Background: an optimization exercise with open tools, aiming at small area, a short achievable clock period and few clock cycles per item. Do not read the settings as production practice.
Where RTL was checked, it was by simulation tests only, not by an equivalence proof against the original.

==> v11: inputs <==
Design ex_top, start of the top module:
module ex_top
#(
  parameter int unsigned K = 16
) (
  input  logic               clk,
  input  logic               rst_n,
  input  logic               issue_valid_i,
  output logic               issue_ready_o,
  input  ex_pkg::op_field_e          issue_op_i,
  input  logic [ex_pkg::RADDR_W-1:0] issue_rd_i,
  input  logic [ex_pkg::XLEN-1:0]    issue_a_i,
  input  logic [ex_pkg::XLEN-1:0]    issue_b_i,
  output logic               wb_valid_o,
  input  logic               wb_ready_i,
  output logic [ex_pkg::RADDR_W-1:0] wb_rd_o,
  output logic               wb_we_o,
  output logic [ex_pkg::XLEN-1:0]    wb_data_o,
  output logic               wb_illegal_o,
  output logic               ovf_o,
  output logic               mul_busy_o
);
  localparam int unsigned S  = 32 / K;
  localparam int unsigned D  = K / 2;
  localparam int unsigned CW = (S > 1) ? $clog2(S) : 1;
  logic          rdy_q;
  logic          v1_q;
  logic [4:0]    rd1_q;
  logic [31:0]   a1_q;
  logic [31:0]   b1_q;
  logic          c_mul, c_mh, c_mhu, c_sum, c_sub, c_ovf, c_and, c_or, c_xor;
  logic          c_sll, c_srl, c_sra, c_slt, c_sltu, c_clr, c_ill;
  logic [D-1:0]  bo_q, bt_q, bn_q;    
  logic          cin_q;
  logic [CW-1:0] cnt_q;
  logic          hv_q, hwe_q, hill_q, ovf_q;
  logic [4:0]    hrd_q;
  logic [31:0]   hd_q;
  ...
clock: 13.0 ns
lec_check: 0
cap_margin: 20
core_margin: 2
core_utilization: 40
slew_margin: 20
run.sh (not shown) runs the stock make flow with config.mk's settings and CLKGATE_MAP_FILE= SYNTH_SCRIPT=/design/flow/synth_recipe.tcl, a recipe that flattens the netlist after the stock synthesis.
==> inputs of v17, as changes to v11 <==
--- a/flow/design.v
+++ b/flow/design.v
@@ -228,15 +228,15 @@
   assign l_o    = low[K-1:0];
   assign cout_o = low[K];
   assign hs_o   = ops[L][0][W-1:K];
   assign hc_o   = ops[L][1][W-1:K];
 endmodule
 module ex_top
 #(
-  parameter int unsigned K = 16
+  parameter int unsigned K = 8
 ) (
   input  logic               clk,
   input  logic               rst_n,
   input  logic               issue_valid_i,
   output logic               issue_ready_o,
   input  ex_pkg::op_field_e          issue_op_i,
   input  logic [ex_pkg::RADDR_W-1:0] issue_rd_i,
==> flow/flow/run.sh (new file) <==
#!/bin/bash
# Standard layout, with timing repair aimed below the clock period
set -e
export SETUP_SLACK_MARGIN=8
bash standard.sh > standard.log 2>&1
==> flow/standard.sh (new file) <==
#!/bin/bash
# synth_recipe.tcl (not shown) runs the flow's synth.tcl, then flattens the netlist and writes it again
# the make line also repeats each setting of config.mk as NAME=value (left out here)
make -C /OpenROAD-flow-scripts/flow DESIGN_CONFIG=/design/flow/config.mk WORK_HOME=/design/flow/orfs CLKGATE_MAP_FILE= SYNTH_SCRIPT=/design/flow/synth_recipe.tcl "${@:-finish}"
removed: flow/run.sh
==> inputs of v16, as changes to v11 <==
--- a/flow/design.v
+++ b/flow/design.v
@@ -228,15 +228,15 @@
   assign l_o    = low[K-1:0];
   assign cout_o = low[K];
   assign hs_o   = ops[L][0][W-1:K];
   assign hc_o   = ops[L][1][W-1:K];
 endmodule
 module ex_top
 #(
-  parameter int unsigned K = 16
+  parameter int unsigned K = 8
 ) (
   input  logic               clk,
   input  logic               rst_n,
   input  logic               issue_valid_i,
   output logic               issue_ready_o,
   input  ex_pkg::op_field_e          issue_op_i,
   input  logic [ex_pkg::RADDR_W-1:0] issue_rd_i,
==> flow_summary_export.csv <==
group,metric,value,unit
yosys,async_reset_ff_frac,0.04091,
yosys,synth_compound_area_frac,0.1508,
setup_path,rr_worst_depth,18,
final_layout,drive_gt1_frac,0.1035,
sta,post-route-period-util,0.4416,
floorplanning,die-area,0.06224,mm²
placed_design,place_hpwl,73510,µm
yosys,muxShareOfSynthArea,0.1155,
yosys,synthSimpleGateAreaFrac,0.09099,
yosys,synthAdderAreaFrac,0.2341,
yosys,synth_area_leaders,"edfxtp_1 22%, fa_1 16%, ha_1 7.2%",
status,status,"timing/DRC/antenna clean",
(the above is from v16)
==> flow_summary_export.csv <==
group,metric,value,unit
yosys,synth_area_leaders,"edfxtp_1 22%, fa_1 16%, ha_1 7.2%",
status,status,"timing/DRC/antenna clean",
yosys,synth_compound_area_frac,0.1508,
sta,post-route-period-util,0.3868,
yosys,muxShareOfSynthArea,0.1155,
floorplanning,die-area,0.06224,mm²
(the above is from v17)
==> flow_summary_export.csv <==
group,metric,value,unit
yosys,synthAdderAreaFrac,0.2749,
setup_path,rr_worst_depth,18,
yosys,synth_area_leaders,"fa_1 19%, edfxtp_1 18%, ha_1 8.0%",
yosys,muxShareOfSynthArea,0.07938,
status,status,"timing/DRC/antenna clean",
placed_design,place_hpwl,94160,µm
yosys,synthSimpleGateAreaFrac,0.08238,
(the above is from v11)
Function was not checked in any run of this note: the RTL went through the layout flow alone.

========
==> inputs of run M <==
Another version of the RTL of ex_top (not shown whole).
==> module ex_mult, before the edit <==
module ex_mult
#(
  parameter int unsigned K    = 8,
  parameter int unsigned CORR = 0    
) (
  input  logic [33:0]    hs_i,      
  input  logic [33:0]    hc_i,
  input  logic           cin_i,     
  input  logic [31:0]    a_i,       
  input  logic           a_sgn_i,   
  input  logic [K/2-1:0] one_i,     
  input  logic [K/2-1:0] two_i,     
  input  logic [K/2-1:0] neg_i,     
  input  logic           corr_i,    
  output logic [33:0]    hs_o,
  output logic [33:0]    hc_o,
  output logic           cout_o,
  output logic [K-1:0]   l_o        
);
  localparam int W = K + 34;
  localparam int D = K / 2;
  localparam int N = D + 3 + CORR;    
  localparam logic [W-1:0] ROWS   = W'(64'h4_0000_0000 * ((64'd1 << (2 * D)) - 64'd1) / 64'd3);
  localparam logic [W-1:0] KCONST = W'(64'h2_0000_0000 * ((64'd1 << K) - 64'd1)) - ROWS;
  function automatic integer count_at(input integer lvl);
    integer n, i;
    begin
      n = N;
      for (i = 0; i < lvl; i = i + 1) n = 2 * (n / 3) + (n % 3);
      count_at = n;
    end
  endfunction
  function automatic integer levels(input integer dummy);
    integer n, i, l;
    begin
      n = N;
      l = 0;
      for (i = 0; i < 16; i = i + 1) begin
        if (n > 2) begin
          n = 2 * (n / 3) + (n % 3);
          l = l + 1;
        end
      end
      levels = l;
    end
  endfunction
  localparam int L = levels(0);
  logic [32:0]  a_x;
  logic [W-1:0] ops [L+1][N];
  logic [W-1:0] negk;
  assign a_x = {a_sgn_i & a_i[31], a_i};
  genvar j;
  generate
    for (j = 0; j < D; j++) begin : g_row
      logic [34:0] mag, v;
      assign mag = ({35{one_i[j]}} & {a_x[32], a_x[32], a_x}) |
                   ({35{two_i[j]}} & {a_x[32], a_x, 1'b0});
      assign v   = mag ^ {35{neg_i[j]}};
      assign ops[0][j] = W'({~v[34], v[33:0]}) << (2 * j);
    end
  endgenerate
  always_comb begin
    negk = KCONST;
    for (int i = 0; i < D; i++) negk[2*i] = neg_i[i];
  end
  assign ops[0][D]   = W'(hs_i);
  assign ops[0][D+1] = W'(hc_i);
  assign ops[0][D+2] = negk;
  generate
    if (CORR != 0) begin : g_corr
      assign ops[0][D+3] = W'({(corr_i ? a_x : 33'd0), {K{1'b0}}});
    end
  endgenerate
  genvar l, g;
  generate
    for (l = 0; l < L; l++) begin : g_lvl
      localparam int NI = count_at(l);
      localparam int NG = NI / 3;
      for (g = 0; g < NG; g++) begin : g_csa
        logic [W-1:0] x, y, z;
        assign x = ops[l][3*g];
        assign y = ops[l][3*g+1];
        assign z = ops[l][3*g+2];
        logic [W-1:0] cs, cc;
        for (genvar i = 0; i < W; i++) begin : g_bit
          assign {cc[i], cs[i]} = {1'b0, x[i]} + {1'b0, y[i]} + {1'b0, z[i]};
        end
        assign ops[l+1][2*g]   = cs;
        assign ops[l+1][2*g+1] = {cc[W-2:0], 1'b0};
      end
      for (g = 3 * NG; g < NI; g++) begin : g_pass
        assign ops[l+1][2*NG + g - 3*NG] = ops[l][g];
      end
      for (g = count_at(l + 1); g < N; g++) begin : g_zero
        assign ops[l+1][g] = '0;
      end
    end
  endgenerate
  logic [K:0] low;
  assign low    = {1'b0, ops[L][0][K-1:0]} + {1'b0, ops[L][1][K-1:0]} + {{K{1'b0}}, cin_i};
  assign l_o    = low[K-1:0];
  assign cout_o = low[K];
  assign hs_o   = ops[L][0][W-1:K];
  assign hc_o   = ops[L][1][W-1:K];
endmodule
==> flow/config.mk <==
export PLATFORM = sky130hd
export DESIGN_NAME = ex_top
export DESIGN_NICKNAME = ex_top
export VERILOG_FILES = /design/flow/design.v
export SDC_FILE = /design/flow/constraint.sdc
export NUM_CORES = 4
export LEC_CHECK = 0
export CAP_MARGIN = 20
export CORE_MARGIN = 2
export CORE_UTILIZATION = 40
export CTS_BUF_LIST = sky130_fd_sc_hd__clkbuf_8
export CTS_CLUSTER_DIAMETER = 80
export CTS_CLUSTER_SIZE = 15
export SLEW_MARGIN = 20
==> flow/constraint.sdc <==
create_clock -name core_clock -period 13.0 [get_ports {clk}]
set_input_delay 2.6000 -clock core_clock [delete_from_list [all_inputs] [get_ports {clk}]]
set_output_delay 2.6000 -clock core_clock [all_outputs]
set_load 0.01 [all_outputs]
standard.sh (not shown) runs the stock make flow with config.mk's settings and CLKGATE_MAP_FILE= SYNTH_SCRIPT=/design/flow/synth_recipe.tcl, a recipe that flattens the netlist after the stock synthesis.
==> flow/flow/run.sh <==
#!/bin/bash
# The standard layout (standard.sh, unchanged synthesis), with timing
# repair aimed below the clock period and plain buffers on the ports.
set -e
export SETUP_SLACK_MARGIN=8.2
export BUFFER_PORTS_ARGS="-buffer_cell sky130_fd_sc_hd__buf_2"
bash standard.sh > standard.log 2>&1
==> run Z: changes against run M <==
--- a/flow/design.v
+++ b/flow/design.v
@@ -41,14 +41,16 @@
   input  logic [3:0] op_i,
   output logic       mul_o,     
   output logic       mh_o,      
   output logic       mhu_o,     
   output logic       sum_o,     
   output logic       sub_o,     
-  output logic       g_o,       
-  output logic       p_o,       
+  output logic       ovf_o,     
+  output logic       and_o,
+  output logic       or_o,
+  output logic       xor_o,
   output logic       sll_o,
   output logic       srl_o,     
   output logic       sra_o,
   output logic       slt_o,
   output logic       sltu_o,
   output logic       clr_o,     
@@ -57,14 +59,16 @@
   always_comb begin
     mul_o  = (op_i == 4'd10) | (op_i == 4'd11) | (op_i == 4'd12);
     mh_o   = (op_i == 4'd11);
     mhu_o  = (op_i == 4'd12);
     sum_o  = (op_i == 4'd0) | (op_i == 4'd1);
     sub_o  = (op_i == 4'd1) | (op_i == 4'd8) | (op_i == 4'd9);
-    g_o    = (op_i == 4'd2) | (op_i == 4'd3);
-    p_o    = (op_i == 4'd3) | (op_i == 4'd4);
+    ovf_o  = (op_i == 4'd0) | (op_i == 4'd1);
+    and_o  = (op_i == 4'd2);
+    or_o   = (op_i == 4'd3);
+    xor_o  = (op_i == 4'd4);
     sll_o  = (op_i == 4'd5);
     srl_o  = (op_i == 4'd6) | (op_i == 4'd7);
     sra_o  = (op_i == 4'd7);
     slt_o  = (op_i == 4'd8);
     sltu_o = (op_i == 4'd9);
     clr_o  = (op_i == 4'd13);
@@ -75,39 +79,37 @@
 (
   input  logic [31:0] a_i,
   input  logic [31:0] b_i,
   input  logic        cin_i,     
   input  logic        sum_i,
   input  logic        sub_i,
-  input  logic        ovf_i,     
-  input  logic        g_i,       
-  input  logic        p_i,       
+  input  logic        ovf_i,
+  input  logic        and_i,
+  input  logic        or_i,
+  input  logic        xor_i,
   input  logic        sll_i,
   input  logic        srl_i,
   input  logic        sra_i,
   input  logic        slt_i,
   input  logic        sltu_i,
   output logic [31:0] result_o,
   output logic        overflow_o
 );
   logic [31:0] b_x;
   logic [31:0] sum;
-  logic [31:0] p, g;
   logic        cout;
   logic        lt_s, lt_u;
   logic [31:0] a_rev, sh_in, sh_out, sh_rev;
   logic        sh_fill;
   assign b_x = b_i ^ {32{sub_i}};
   ex_add i_add (
     .a_i    (a_i),
     .b_i    (b_x),
     .cin_i  (sub_i | cin_i),
     .sum_o  (sum),
-    .cout_o (cout),
-    .p_o    (p),
-    .g_o    (g)
+    .cout_o (cout)
   );
   assign overflow_o = ovf_i & (a_i[31] == b_x[31]) & (sum[31] != a_i[31]);
   assign lt_u = ~cout;
   assign lt_s = (a_i[31] != b_i[31]) ? a_i[31] : sum[31];
   always_comb begin
     for (int i = 0; i < 32; i++) a_rev[i] = a_i[31-i];
@@ -116,27 +118,26 @@
   assign sh_fill = sra_i & a_i[31];
   assign sh_out  = $unsigned($signed({sh_fill, sh_in}) >>> b_i[4:0]);
   always_comb begin
     for (int i = 0; i < 32; i++) sh_rev[i] = sh_out[31-i];
   end
   assign result_o = ({32{sum_i}} & sum) |
-                    ({32{g_i}} & g) |
-                    ({32{p_i}} & p) |
+                    ({32{and_i}} & (a_i & b_i)) |
+                    ({32{or_i}}  & (a_i | b_i)) |
+                    ({32{xor_i}} & (a_i ^ b_i)) |
                     ({32{sll_i}} & sh_rev) |
                     ({32{srl_i}} & sh_out) |
                     {31'd0, (slt_i & lt_s) | (sltu_i & lt_u)};
 endmodule
 module ex_add
 (
   input  logic [31:0] a_i,
   input  logic [31:0] b_i,
   input  logic        cin_i,
   output logic [31:0] sum_o,
-  output logic        cout_o,
-  output logic [31:0] p_o,       
-  output logic [31:0] g_o        
+  output logic        cout_o
 );
   logic [31:0] p, g, gp, pp;
   always_comb begin
     p  = a_i ^ b_i;
     g  = a_i & b_i;
     gp = g;
@@ -153,14 +154,12 @@
         gp[i] = gp[i] | (pp[i] & gp[i - (1 << l)]);
         pp[i] = pp[i] & pp[i - (1 << l)];
       end
     end
     sum_o  = p ^ {gp[30:0], cin_i};
     cout_o = gp[31];
-    p_o    = p;
-    g_o    = g;
   end
 endmodule
 module ex_mult
 #(
   parameter int unsigned K    = 8,
   parameter int unsigned CORR = 0    
@@ -240,18 +239,14 @@
       localparam int NG = NI / 3;
       for (g = 0; g < NG; g++) begin : g_csa
         logic [W-1:0] x, y, z;
         assign x = ops[l][3*g];
         assign y = ops[l][3*g+1];
         assign z = ops[l][3*g+2];
-        logic [W-1:0] cs, cc;
-        for (genvar i = 0; i < W; i++) begin : g_bit
-          assign {cc[i], cs[i]} = {1'b0, x[i]} + {1'b0, y[i]} + {1'b0, z[i]};
-        end
-        assign ops[l+1][2*g]   = cs;
-        assign ops[l+1][2*g+1] = {cc[W-2:0], 1'b0};
+        assign ops[l+1][2*g]   = x ^ y ^ z;
+        assign ops[l+1][2*g+1] = {((x[W-2:0] & y[W-2:0]) | (x[W-2:0] & z[W-2:0]) | (y[W-2:0] & z[W-2:0])), 1'b0};
       end
       for (g = 3 * NG; g < NI; g++) begin : g_pass
         assign ops[l+1][2*NG + g - 3*NG] = ops[l][g];
       end
       for (g = count_at(l + 1); g < N; g++) begin : g_zero
         assign ops[l+1][g] = '0;
@@ -294,39 +289,40 @@
   logic          rdy_q;      
   logic          ld_q;       
   logic          v1_q;
   logic [4:0]    rd1_q;
   logic [31:0]   a1_q;
   logic [31:0]   b1_q;
-  logic          c_mul, c_mh, c_mhu, c_sum, c_sub, c_g, c_p;
+  logic          c_mul, c_mh, c_mhu, c_sum, c_sub, c_ovf, c_and, c_or, c_xor;
   logic          c_sll, c_srl, c_sra, c_slt, c_sltu, c_clr, c_ill;
   logic [D-1:0]  bo_q, bt_q, bn_q;    
   logic          cin_q;
   logic [CW-1:0] cnt_q;
-  logic          first_q, last_q;     
+  logic          last_q;              
   logic          hv_q, hwe_q, hill_q, ovf_q;
   logic [4:0]    hrd_q;
   logic [31:0]   hd_q;
   logic          sv_q, swe_q, sill_q, sf_q;
   logic [4:0]    srd_q;
   logic [31:0]   sd_q;
-  logic [1:0]    sx_q;      
-  logic [33:0]   hc_q;
+  logic [33:0]   hs_q, hc_q;
   logic          spec_q;
   logic          busy_q;
-  logic i_mul, i_mh, i_mhu, i_sum, i_sub, i_g, i_p;
+  logic i_mul, i_mh, i_mhu, i_sum, i_sub, i_ovf, i_and, i_or, i_xor;
   logic i_sll, i_srl, i_sra, i_slt, i_sltu, i_clr, i_ill;
   ex_decoder i_dec (
     .op_i   (issue_op_i),
     .mul_o  (i_mul),
     .mh_o   (i_mh),
     .mhu_o  (i_mhu),
     .sum_o  (i_sum),
     .sub_o  (i_sub),
-    .g_o    (i_g),
-    .p_o    (i_p),
+    .ovf_o  (i_ovf),
+    .and_o  (i_and),
+    .or_o   (i_or),
+    .xor_o  (i_xor),
     .sll_o  (i_sll),
     .srl_o  (i_srl),
     .sra_o  (i_sra),
     .slt_o  (i_slt),
     .sltu_o (i_sltu),
     .clr_o  (i_clr),
@@ -339,15 +335,16 @@
   ex_alu i_alu (
     .a_i        (a1_q),
     .b_i        (b1_q),
     .cin_i      (cin_q),
     .sum_i      (c_sum),
     .sub_i      (c_sub),
-    .ovf_i      (c_sum & ~c_mh & ~c_mhu),
-    .g_i        (c_g),
-    .p_i        (c_p),
+    .ovf_i      (c_ovf),
+    .and_i      (c_and),
+    .or_i       (c_or),
+    .xor_i      (c_xor),
     .sll_i      (c_sll),
     .srl_i      (c_srl),
     .sra_i      (c_sra),
     .slt_i      (c_slt),
     .sltu_i     (c_sltu),
     .result_o   (alu_res),
@@ -357,13 +354,13 @@
   assign c_we     = ~c_clr & ~c_ill;
   logic [33:0]   hs_new, hc_new;
   logic          cout;
   logic [K-1:0]  l_new;
   logic [31:0]   lo_word;
   ex_mult #(.K(K), .CORR(CORR)) i_mult (
-    .hs_i    (first_q ? 34'd0 : {sx_q, sd_q}),
+    .hs_i    (hs_q),
     .hc_i    (hc_q),
     .cin_i   (cin_q),
     .a_i     (a1_q),
     .a_sgn_i (c_mh),
     .one_i   (bo_q),
     .two_i   (bt_q),
@@ -415,44 +412,42 @@
   logic        c_lo, res_v, res_go, head_free, mul_go, fin_hi;
   assign c_lo      = ~c_mh & ~c_mhu;
   assign res       = alu_res | ({32{c_mul & last_q}} & lo_word);
   assign res_v     = v1_q & (~c_mul | (last_q & c_lo));
   assign res_go    = res_v & ~sv_q;
   assign head_free = ~hv_q | wb_ready_i;
-  assign mul_go    = v1_q & c_mul & ~(first_q & sv_q);
+  assign mul_go    = v1_q & c_mul & ~(last_q & c_lo & sv_q);
   assign fin_hi    = v1_q & c_mul & last_q & ~c_lo;
   logic          v1_d, sv_d, mul_d, lo_d, fin_d;
   logic [CW-1:0] cnt_d;
   assign v1_d  = ld_q ? issue_valid_i : (v1_q & ~res_go);
   assign mul_d = ld_q ? i_mul : (c_mul & ~fin_hi);
   assign lo_d  = ld_q ? (~i_mh & ~i_mhu) : c_lo;
   assign cnt_d = mul_go ? (last_q ? '0 : cnt_q + 1'b1) : cnt_q;
-  assign fin_d = mul_d & lo_d & (cnt_d == CW'(S - 1));
+  assign fin_d = mul_d & lo_d & (cnt_d == CW'(S - 1)) & ~sv_d;
   assign sv_d  = ~head_free & (sv_q | res_go);
   always_ff @(posedge clk or negedge rst_n) begin
     if (!rst_n) begin
       rdy_q   <= 1'b1;
       ld_q    <= 1'b1;
       v1_q    <= 1'b0;
       cnt_q   <= '0;
-      first_q <= 1'b1;
       last_q  <= 1'b0;
       hv_q    <= 1'b0;
       sv_q    <= 1'b0;
       ovf_q   <= 1'b0;
       spec_q  <= 1'b0;
       busy_q  <= 1'b0;
     end else begin
       v1_q    <= v1_d;
       cnt_q   <= cnt_d;
-      first_q <= (cnt_d == '0);
       last_q  <= (cnt_d == CW'(S - 1));
       sv_q    <= sv_d;
       busy_q  <= v1_d & mul_d;
       rdy_q   <= ~v1_d | (~mul_d & ~sv_d) | fin_d;
-      ld_q    <= ~v1_d | ~(mul_d | sv_d) | (mul_d & lo_d & (cnt_d == CW'(S - 1)) & ~sv_d);
+      ld_q    <= ~v1_d | ~(mul_d | sv_d) | (mul_d & lo_d & ~sv_d & (cnt_d == CW'(S - 1)));
       if (res_go) spec_q <= alu_flag;
       if (head_free) begin
         hv_q  <= sv_q | res_v;
         ovf_q <= sv_q ? sf_q : (res_v ? alu_flag : spec_q);
       end
     end
@@ -465,14 +460,16 @@
       cin_q  <= 1'b0;
       c_mul  <= i_mul;
       c_mh   <= i_mh;
       c_mhu  <= i_mhu;
       c_sum  <= i_sum;
       c_sub  <= i_sub;
-      c_g    <= i_g;
-      c_p    <= i_p;
+      c_ovf  <= i_ovf;
+      c_and  <= i_and;
+      c_or   <= i_or;
+      c_xor  <= i_xor;
       c_sll  <= i_sll;
       c_srl  <= i_srl;
       c_sra  <= i_sra;
       c_slt  <= i_slt;
       c_sltu <= i_sltu;
       c_clr  <= i_clr;
@@ -489,13 +486,19 @@
     end
     if (ld_q | mul_go) begin
       bo_q <= nx_one;
       bt_q <= nx_two;
       bn_q <= nx_neg;
     end
-    hc_q <= (mul_go & ~last_q) ? hc_new : 34'h2_0000_0000;
+    if (mul_go & ~last_q) begin
+      hs_q <= hs_new;
+      hc_q <= hc_new;
+    end else if (mul_go | ~v1_q | ~c_mul | ~last_q) begin
+      hs_q <= 34'h2_0000_0000;
+      hc_q <= '0;
+    end
   end
   always_ff @(posedge clk) begin
     if (head_free) begin
       if (sv_q) begin
         hd_q   <= sd_q;
         hrd_q  <= srd_q;
@@ -511,16 +514,13 @@
     if (res_go) begin
       sd_q   <= res;
       srd_q  <= rd1_q;
       swe_q  <= c_mul | c_we;
       sill_q <= ~c_mul & c_ill;
       sf_q   <= alu_flag;
-    end else if (mul_go) begin
-      sd_q   <= hs_new[31:0];
     end
-    if (mul_go) sx_q <= hs_new[33:32];
   end
   assign issue_ready_o = rdy_q;
   assign wb_valid_o    = hv_q;
   assign wb_rd_o       = hrd_q;
   assign wb_we_o       = hwe_q;
   assign wb_data_o     = hd_q;
==> flow/run.sh (new file) <==
#!/bin/bash
# synth_recipe.tcl (not shown) runs the flow's synth.tcl, then flattens the netlist and writes it again
# the make line also repeats each setting of config.mk as NAME=value (left out here)
make -C /OpenROAD-flow-scripts/flow DESIGN_CONFIG=/design/flow/config.mk WORK_HOME=/design/flow/orfs CLKGATE_MAP_FILE= SYNTH_SCRIPT=/design/flow/synth_recipe.tcl finish
- CTS_BUF_LIST: sky130_fd_sc_hd__clkbuf_8 -> not set
- CTS_CLUSTER_DIAMETER: 80 -> not set
- CTS_CLUSTER_SIZE: 15 -> not set
removed: flow/flow/run.sh
removed: flow/standard.sh
==> run R: changes against run M <==
--- a/flow/design.v
+++ b/flow/design.v
@@ -240,18 +240,14 @@
       localparam int NG = NI / 3;
       for (g = 0; g < NG; g++) begin : g_csa
         logic [W-1:0] x, y, z;
         assign x = ops[l][3*g];
         assign y = ops[l][3*g+1];
         assign z = ops[l][3*g+2];
-        logic [W-1:0] cs, cc;
-        for (genvar i = 0; i < W; i++) begin : g_bit
-          assign {cc[i], cs[i]} = {1'b0, x[i]} + {1'b0, y[i]} + {1'b0, z[i]};
-        end
-        assign ops[l+1][2*g]   = cs;
-        assign ops[l+1][2*g+1] = {cc[W-2:0], 1'b0};
+        assign ops[l+1][2*g]   = x ^ y ^ z;
+        assign ops[l+1][2*g+1] = {((x[W-2:0] & y[W-2:0]) | (x[W-2:0] & z[W-2:0]) | (y[W-2:0] & z[W-2:0])), 1'b0};
       end
       for (g = 3 * NG; g < NI; g++) begin : g_pass
         assign ops[l+1][2*NG + g - 3*NG] = ops[l][g];
       end
       for (g = count_at(l + 1); g < N; g++) begin : g_zero
         assign ops[l+1][g] = '0;
==> flow/flow/run.sh (replaced) <==
#!/bin/bash
# The standard layout (standard.sh, unchanged synthesis), with timing
# repair aimed below the clock period and plain buffers on the ports.
set -e
export SETUP_SLACK_MARGIN=8
export BUFFER_PORTS_ARGS="-buffer_cell sky130_fd_sc_hd__buf_2"
bash standard.sh > standard.log 2>&1
- CTS_BUF_LIST: sky130_fd_sc_hd__clkbuf_8 -> sky130_fd_sc_hd__clkbuf_16
- CTS_CLUSTER_DIAMETER: 80 -> 100
- CTS_CLUSTER_SIZE: 15 -> 20
==> run_results.csv <==
group,metric,value,unit
setup_path,path_depth,20,
logic_synthesis,yosys.area_share.simple,6.49,%
die,initial_core_util,40.5,%
die,core_area,66000,um2
detailed_routing,wl_met1,40100,um
cells_and_area,seq-cell-share,26.3,%
logic_synthesis,synth_edf_count,250,
place,hpwl,68000,um
outcome,status,"timing/DRC/antenna clean",
timing,holdWs,445,ps
die,fp-row-count,94,
die,fp.dieH,262,um
The numbers above come from run Z.

==> run_results.csv <==
group,metric,value,unit
setup_path,path_depth,16,
timing,holdWs,460,ps
detailed_routing,wl_met1,41100,um
global_routing,overflow,0,
setup_path,worstSetupPathType,"reg -> reg",
setup_path,arrival,5230,ps
cells_and_area,top_area_cell_class,"multi-input combinational cells",
cells_and_area,seq_cells,228,
logic_synthesis,yosys.area_share.simple,7.67,%
die,core_area,60100,um2
die,fp.dieH,250,um
outcome,status,"timing/DRC/antenna clean",
die,initial_core_util,40.3,%
logic_synthesis,synth-xor-area-share,9.43,%
place,hpwl,74400,um
cells_and_area,seq-cell-share,24.0,%
The numbers above come from run R.

==> run_results.csv <==
group,metric,value,unit
outcome,status,"timing/DRC/antenna clean",
setup_path,path_depth,13,
logic_synthesis,synth_edf_count,181,
die,initial_core_util,40.5,%
die,fp.dieH,249,um
detailed_routing,wl_met1,40500,um
die,fp-row-count,89,
die,core_area,59100,um2
min_path,min_from,"rd1_q[3]$_DFFE_PP_",
global_routing,grt_usage,32.9,%
cells_and_area,seq-cell-share,23.9,%
logic_synthesis,yosys.area_share.simple,8.28,%
The numbers above come from run M.

Testbench counts of run M, summed over its fixed seeds: cycles 27,123, items 16,000.
Testbench counts of run Z, summed over its fixed seeds: cycles 27,123, items 16,000.
Testbench counts of run R, summed over its fixed seeds: cycles 27,123, items 16,000.

[separate check: timing with driven ports]
The flow's constraints put no driver on any port. The routed layouts listed below were extracted and timed again, unchanged, in two steps.
Step 1, drivers: a clkbuf_16 drives clk and a buf_2 each remaining input, both assumed.
Step 2 adds t to the input delays and takes it off the output delays; t is the mean of the earliest and latest rising clock arrival at the registers after step 1. Input paths then give back, and output paths get back, about the clock's delay inside the block.
a / b / c = ideal / step 1 / step 2; a / b = the first two.
run	shift t [ns]	setup WS [ns]	worst setup path after step 2	worst register clock-pin slew, ns
v11	0.663	6.445 / 6.445 / 6.445	register to register	0.07 / 0.07
v17	0.628	7.971 / 7.971 / 7.533	input to register	0.07 / 0.07
v16	0.669	7.259 / 7.259 / 6.944	input to register	0.06 / 0.06
run M	0.699	8.165 / 8.165 / 8.165	register to register	0.11 / 0.11
run Z	0.663	7.176 / 7.176 / 7.176	register to register	0.07 / 0.07
run R	0.589	8.077 / 8.077 / 8.077	register to register	0.09 / 0.09
After both steps setup and hold are still met in every run listed. For v17, which loses most, drivers alone change the setup slack by 0.000 ns; drivers and shift together by -0.438 ns.
